This is an optimization exercise on Yosys and OpenROAD, whose aim is small area, a short achievable clock period and few clock cycles per item, not a production implementation.
Only simulation tests tie the RTL to the original design; equivalence was not proved.
Power and IR drop assume default switching activity.

pepper:
Design wbps_top, start of the top module:
module wbps_top (
  input  wire logic        clk_i,
  input  wire logic        rst_ni,
  input  wire logic        cfg_we_i,
  input  wire logic [2:0]  cfg_idx_i,
  input  wire logic [63:0] cfg_data_i,
  input  wire logic        in_valid_i,
  input  wire logic [7:0]  in_byte_i,
  input  wire logic        in_last_i,
  output logic             in_stall_o,
  output logic             out_valid_o,
  output logic             out_found_o,
  output logic [15:0]      out_offset_o,
  input  wire logic        out_stall_i
);
  wbps_pkg::in_t  in_data;
  wbps_pkg::out_t out_data;
  assign in_data.region_byte = in_byte_i;
  assign in_data.region_end  = in_last_i;
  assign out_found_o         = out_data.found;
  assign out_offset_o        = out_data.match_offset;
  wildcard_byte_pattern_scanner_core u_core (
    .clk_i       (clk_i),
    .rst_ni      (rst_ni),
    .cfg_we_i    (cfg_we_i),
    .cfg_idx_i   (cfg_idx_i),
    .cfg_data_i  (cfg_data_i),
    .in_valid_i  (in_valid_i),
    .in_data_i   (in_data),
    .in_stall_o  (in_stall_o),
    .out_valid_o (out_valid_o),
    .out_data_o  (out_data),
    .out_stall_i (out_stall_i)
  );
endmodule
clock: 7.5 ns
lec_check: 0
cap_margin: 20
core_margin: 2
core_utilization: 45
place_density: 0.6
setup_slack_margin: 4.3
slew_margin: 20
run.sh (not shown) runs the stock make flow with config.mk's settings and CLKGATE_MAP_FILE= SYNTH_SCRIPT=/design/flow/synth_recipe.tcl, a recipe that flattens the netlist after the stock synthesis.
Testbench counts of pepper, summed over its fixed seeds: cycles 110,095, items 109,783.
What cedar does differently from pepper at the input level:
- swapping 0.6 for 0.75 in PLACE_DENSITY
- swapping 4.3 for 4.4 in SETUP_SLACK_MARGIN
- putting CTS_CLUSTER_DIAMETER at 80 where nothing was set
- putting CTS_BUF_LIST at sky130_fd_sc_hd__clkbuf_16 where nothing was set
- swapping 45 for 62 in CORE_UTILIZATION
- putting CTS_CLUSTER_SIZE at 32 where nothing was set
==> flow/flow/run.sh (new file) <==
#!/bin/bash
# Standard layout, with plain buf_1 cells as the port buffers.
set -euo pipefail
bash standard.sh "BUFFER_PORTS_ARGS=-buffer_cell sky130_fd_sc_hd__buf_1" finish > standard_flow.log 2>&1
==> flow/standard.sh (new file) <==
#!/bin/bash
# synth_recipe.tcl (not shown) runs the flow's synth.tcl, then flattens the netlist and writes it again
# the make line also repeats each setting of config.mk as NAME=value (left out here)
make -C /OpenROAD-flow-scripts/flow DESIGN_CONFIG=/design/flow/config.mk WORK_HOME=/design/flow/orfs CLKGATE_MAP_FILE= SYNTH_SCRIPT=/design/flow/synth_recipe.tcl "${@:-finish}"
removed: flow/run.sh
Findings:
- cedar ended with less power share of the clock group than pepper.
- cedar: done, clean on timing, DRC and antenna
- pepper → cedar: insertion delay to the later sink of the worst-skew pair flat; normalized max-slew margin up 1.5 points.
- Total power of cedar is lower than that of pepper.
- Wire length of the first global-routing pass shrinks by a little under 10% when moving from pepper to cedar.
- Going from pepper to cedar, area overhead of the layout relative to synthesis lower, met2 track demand over resource in global routing higher, via count higher, depth of the most critical reg-to-reg path higher, maximum level of the CTS H-tree lower.
Modified inputs, willow compared to cedar
- changing CTS_CLUSTER_SIZE from 32 to 20
- changing CORE_UTILIZATION from 62 to 50
- changing CTS_BUF_LIST from sky130_fd_sc_hd__clkbuf_16 to sky130_fd_sc_hd__clkbuf_8
- changing PLACE_DENSITY from 0.75 to 0.65
Notes after the runs:
Looking at the reports, willow completed the entire flow and the layout it produced met the timing, DRC and antenna checks. Combinational gate power (lower): cedar. Taking cedar as the reference, in willow internal portion of total power moved down; cell area roughly the same; power per standard cell area saw a decrease.
Here is what was changed in the inputs of harbor compared with willow.
- CTS_CLUSTER_SIZE now 24, was 20
- CTS_CLUSTER_DIAMETER now 50, was 80
Notes after the runs:
Diff harbor and willow: area overhead of the layout relative to synthesis lower in willow. Every run in the comparison, harbor and willow, completed the flow with a clean layout. From willow to harbor the numbers moved as follows: via count climbed 28, count of plain and timing-repair buffers in the layout dropped 1.

========
## run 1
Another version of the RTL of wbps_top (not shown whole).
Size: ~320 flip-flops, roughly 15000 um^2 of cells after synthesis.
Settings: LEC_CHECK=0, CAP_MARGIN=20, CORE_MARGIN=2, CORE_UTILIZATION=72, CTS_BUF_LIST=sky130_fd_sc_hd__clkbuf_16, CTS_CLUSTER_DIAMETER=80, CTS_CLUSTER_SIZE=32, PLACE_DENSITY=0.85, SETUP_SLACK_MARGIN=4.4, SLEW_MARGIN=20; clock period 7.5 ns.
standard.sh (not shown) runs the stock make flow with config.mk's settings and CLKGATE_MAP_FILE= SYNTH_SCRIPT=/design/flow/synth_recipe.tcl, a recipe that flattens the netlist after the stock synthesis.
==> flow/flow/run.sh <==
#!/bin/bash
# Standard layout, with plain buf_1 cells as the port buffers.
set -euo pipefail
bash standard.sh "BUFFER_PORTS_ARGS=-buffer_cell sky130_fd_sc_hd__buf_1" finish > standard_flow.log 2>&1
Testbench counts of run 1, summed over its fixed seeds: cycles 110,095, items 109,783.
The inputs of run 2 differ from those of run 1 as listed below.
- swapping 0.85 for 0.75 in PLACE_DENSITY
- swapping 72 for 62 in CORE_UTILIZATION
==> flow/run.sh (new file) <==
#!/bin/bash
# synth_recipe.tcl (not shown) runs the flow's synth.tcl, then flattens the netlist and writes it again
# the make line also repeats each setting of config.mk as NAME=value (left out here)
make -C /OpenROAD-flow-scripts/flow DESIGN_CONFIG=/design/flow/config.mk WORK_HOME=/design/flow/orfs CLKGATE_MAP_FILE= SYNTH_SCRIPT=/design/flow/synth_recipe.tcl finish
removed: flow/flow/run.sh
removed: flow/standard.sh
==> comparison <==
Relative to run 1, total global-route track usage has gone down in run 2. Routed length on met3: run 2 vs run 1 down 26%. In run 2 the part of the total power dissipated in sequential elements turned out 1.8 points lower than in run 1. Run 2 vs run 1 — number of signal-net buffers in the layout rose 2. Changes observed in run 2 relative to run 1: instance area at placement grew by 630 um^2, slew at the pin closest to its max-slew limit grew by 3.5 ps. Note that the maximum ir drop on the vdd rail recorded for run 2 amounts to 0.865 times the value seen in run 1. Run 2 vs run 1: post-layout total power up. Run 1 was routed with more vias than run 2. Synthesized area: run 2 vs run 1, no meaningful difference.
Inputs modified between run 2 and run 3:
==> flow/flow/run.sh (new file) <==
#!/bin/bash
# Standard layout, with plain buf_1 cells as the port buffers.
set -euo pipefail
bash standard.sh "BUFFER_PORTS_ARGS=-buffer_cell sky130_fd_sc_hd__buf_1" finish > standard_flow.log 2>&1
==> flow/standard.sh (new file) <==
#!/bin/bash
# synth_recipe.tcl (not shown) runs the flow's synth.tcl, then flattens the netlist and writes it again
# the make line also repeats each setting of config.mk as NAME=value (left out here)
make -C /OpenROAD-flow-scripts/flow DESIGN_CONFIG=/design/flow/config.mk WORK_HOME=/design/flow/orfs CLKGATE_MAP_FILE= SYNTH_SCRIPT=/design/flow/synth_recipe.tcl "${@:-finish}"
removed: flow/run.sh
==> summary.txt <==
Count of placed standard cells in the final layout, fillers left out for run 3: about 0.34% down relative to run 2
Compared with run 2, run 3 shows a worst setup slack that is 5.1 ps higher.
From run 2 to run 3, die area did not move at all.
Diff run 2 -> run 3: clock input transition at the sequential cells of the worst setup and hold paths has decreased, via count +85.
Summary of run 3 over run 2: arithmetic-cell share of the synthesized area counting full adders, half adders and majority gates roughly the same, total power decreased 2.7%, final critical path time including I/O delays and setup now sits lower.
All of run 3 and run 2 finish clean.
Changes in run 4 relative to run 3:
- a change of CTS_CLUSTER_SIZE from 32 to 36
- a change of CTS_CLUSTER_DIAMETER from 80 to 70
--- outcome ---
The met2 capacity usage during global routing reported for run 4 is greater than that of run 3 by 1.0 points.
Changes observed in run 4 relative to run 3: cell area moved up, total chip power has increased, routed length per instance held steady.
Changes in run 5 relative to run 4:
- swapping 20 for 0 in CAP_MARGIN
- swapping 36 for 32 in CTS_CLUSTER_SIZE
- swapping 20 for 0 in SLEW_MARGIN
- swapping 70 for 80 in CTS_CLUSTER_DIAMETER
==> comparison <==
Comparing run 5 and run 4, leakage power is higher on run 4.
Run 5 against run 4: source-to-sink clock delay at the later pin of the worst-skew pair now sits at about the same level, relative area change from synthesis to final layout now sits lower, count of buffers inserted at the top-level ports now sits at about the same level.
Between run 4 and run 5, the number of nets at the end of the flow figures differ only marginally.
Run 5: all stages complete, timing, DRC and antenna checks passed
Input-level comparison between run 6 and run 5:
- a change of SLEW_MARGIN from 0 to 5
- a change of CAP_MARGIN from 0 to 5
Findings:
Run 6 reached the final stage; the timing, DRC and antenna checks on its layout passed.
From run 5 to run 6 the numbers moved as follows: multi-input combinational cell area did not really move, final-report max-slew violation count roughly the same.
Run 6 against run 5: starting density of the core roughly the same, final non-filler cell total roughly the same, share of cells above drive strength 1 roughly the same, number of flip-flops and latches roughly the same.
Summary of run 6 over run 5: part of the total power dissipated in the clock network level; total of buffers placed on input and output ports essentially unchanged.
Taking run 5 as the reference, in run 6 all-layer global routing usage shows no meaningful change, clock-buffer cell count shows no meaningful change.
The sequential logic power on run 6 is in line with that on run 5.

re-timing with driven ports:
Ports are ideal in the flow. The routed layouts listed here were re-timed in OpenROAD.
Step 1, drivers: a clkbuf_16 drives clk_i and a buf_2 each remaining input, both assumed.
Step 2 also shifts input and output timing later by t, the mid clock arrival at the registers, as if the neighbouring blocks saw the same clock.
Three values: ideal ports, drivers, drivers and shift; two values: the first two.
| run | t, ns | setup slack, ns | worst setup path after step 2 | worst register clock-pin slew, ns |
|---|---|---|---|---|
| pepper | 0.567 | 4.217 / 4.192 / 3.809 | input to register | 0.07 / 0.07 |
| cedar | 0.545 | 4.293 / 4.246 / 3.950 | input to register | 0.11 / 0.11 |
| willow | 0.602 | 4.292 / 4.240 / 3.910 | input to register | 0.12 / 0.12 |
| harbor | 0.580 | 4.292 / 4.240 / 3.946 | input to register | 0.11 / 0.11 |
| run 1 | 0.540 | 4.288 / 4.239 / 4.091 | input to register | 0.11 / 0.11 |
| run 2 | 0.552 | 4.290 / 4.243 / 3.975 | input to register | 0.12 / 0.12 |
| run 3 | 0.560 | 4.295 / 4.247 / 3.966 | input to register | 0.12 / 0.12 |
| run 4 | 0.560 | 4.296 / 4.247 / 4.004 | input to register | 0.12 / 0.12 |
| run 5 | 0.560 | 4.295 / 4.247 / 3.966 | input to register | 0.12 / 0.12 |
| run 6 | 0.560 | 4.295 / 4.247 / 3.966 | input to register | 0.12 / 0.12 |
After both steps setup and hold are still met in every run listed. The setup slack of pepper, which loses most, moves by -0.025 ns with the drivers and by -0.408 ns with both steps.
